From an optimization exercise on the open Yosys and OpenROAD flow, aimed at small area and a short achievable clock period; shortcuts taken in it are not production practice.

==> wip/pepper: inputs <==
Design conv3x3_pe, start of the top module:
module conv3x3_pe #(
    parameter int SHIFT = 4,
    parameter int ACC_W = 21
) (
    input  logic         clk,
    input  logic         rst,
    input  logic [7:0]   p00,
    input  logic [7:0]   p01,
    input  logic [7:0]   p02,
    input  logic [7:0]   p10,
    input  logic [7:0]   p11,
    input  logic [7:0]   p12,
    input  logic [7:0]   p20,
    input  logic [7:0]   p21,
    input  logic [7:0]   p22,
    input  logic         window_valid,
    input  logic         w_load,
    input  logic [3:0]   w_idx,
    input  logic [7:0]   w_data,
    output logic [7:0]   out_pixel,
    output logic         out_valid,
    output logic [15:0]  out_count
);
clock: 5.5 ns
lec_check: 0
abc_clock_period_in_ps: 2000
cap_margin: 20
core_margin: 2
core_utilization: 40
setup_slack_margin: 2.1
slew_margin: 20
synth_hierarchical: 1
synth_minimum_keep_size: 0
standard.sh (not shown) runs the stock make flow with config.mk's settings and CLKGATE_MAP_FILE= SYNTH_SCRIPT=/design/flow/synth_recipe.tcl, a recipe that flattens the netlist after the stock synthesis.
==> flow/flow/run.sh <==
#!/bin/bash
# Own flow: the standard layout (standard.sh: the standard synthesis and
# ORFS steps, unchanged), except that the port buffers buffer_ports inserts
# during global placement are plain buf_1 cells instead of the default pick.
set -euo pipefail
export BUFFER_PORTS_ARGS="-buffer_cell sky130_fd_sc_hd__buf_1"
bash standard.sh > standard_flow.log 2>&1
==> wip/delta: changes against wip/pepper <==
--- a/flow/design.v
+++ b/flow/design.v
@@ -784,38 +784,42 @@
     assign acc_b = {1'b0, t1122, 1'b0, 1'b0, 1'b0, t1107, t1101, t1093, t1081, 1'b0, t1055, t1043, t1033, t1025, t1019, t1015, r2_q[7], r2_q[5], r2_q[3], r2_q[1]};
     logic [19:0] na, nb;
     logic [11:0] lo;
     logic [6:0]  lo_q;
     logic        c11_q;
-    logic [8:0]  hx_q, hy_q, ht, hs;
+    logic [8:0]  ht_q;
+    logic [7:0]  hu_q, hw_q;
+    logic [8:0]  cy;
     logic        zz, mm, ok;
     assign na = ~acc_a;
     assign nb = ~acc_b;
     assign lo = {1'b0, na[10:0]} + {1'b0, nb[10:0]};
     always_ff @(posedge clk) begin
         if (rst) begin
             lo_q  <= '0;
             c11_q <= 1'b0;
-            hx_q  <= '0;
-            hy_q  <= '0;
+            ht_q  <= '0;
+            hu_q  <= '0;
+            hw_q  <= '0;
             cnt_q <= '0;
         end else if (v2_q) begin
             lo_q  <= lo[10:4];
             c11_q <= lo[11];
-            hx_q  <= na[19:11];
-            hy_q  <= nb[19:11];
+            ht_q  <= na[19:11] ^ nb[19:11];
+            hu_q  <= na[18:11] | nb[18:11];
+            hw_q  <= na[18:11] & nb[18:11];
             cnt_q <= cnt_q + 16'd1;
         end
     end
-    assign ht = hx_q ^ hy_q;
-    assign zz = &(ht ~^ {hx_q[7:0] | hy_q[7:0], c11_q});
-    assign mm = &(ht ^ {hx_q[7:0] & hy_q[7:0], c11_q});
+    assign zz = &(ht_q ~^ {hu_q, c11_q});
+    assign mm = &(ht_q ^ {hw_q, c11_q});
     assign ok = zz || mm;
-    logic [9:0] hsum;
-    assign hsum = {hx_q, 1'b1} + {hy_q, c11_q};
-    assign hs = hsum[9:1];
-    assign out_pixel = ok ? {hs[0], lo_q} : (hs[8] ? 8'h80 : 8'h7f);
+    always_comb begin
+        cy[0] = c11_q;
+        for (int i = 0; i < 8; i++) cy[i+1] = hw_q[i] | (ht_q[i] & cy[i]);
+    end
+    assign out_pixel = ok ? {ht_q[0] ^ c11_q, lo_q} : ((ht_q[8] ^ cy[8]) ? 8'h80 : 8'h7f);
     assign out_valid = v3_q;
     assign out_count = cnt_q;
 endmodule
 module csa_fa (
     input  logic a,
SETUP_SLACK_MARGIN = 1.8   (was 2.1)
==> notes <==
Between wip/pepper and wip/delta, the lower non-clock buffer count is in wip/delta (gap 21). Against wip/pepper, the maximum frequency of wip/delta is lower by 1.8%. In wip/delta the synthesized cell count is larger than in wip/pepper, by 0.79%. Final cell count is about the same in wip/pepper and wip/delta.
No functional check of the RTL was part of any run of this note.

[afterwards: timing with drivers on the ports]
In the flow no input, the clock included, has a driving cell. The finished layouts below were timed again as built, in two steps.
Step 1: set_driving_cell puts a clkbuf_16 on clk and a buf_2 on each other input, an assumption about the parent block.
Step 2, shift: input delay + t, output delay - t, t = (earliest + latest rising clock arrival at the registers) / 2. This alone moves slack from input paths to output paths.
Slacks: ideal / step 1 / step 2; pairs: ideal / step 1.
run | shift t [ns] | setup slack, ns | clock arrival spread, ns | slew at the worst register clock pin (ns)
wip/pepper | 0.607 | 1.888 / 1.835 / 2.139 | 0.020 / 0.020 | 0.07 / 0.07
wip/delta | 0.615 | 1.821 / 1.821 / 1.821 | 0.021 / 0.021 | 0.06 / 0.06
After both steps setup and hold are still met in every run listed.
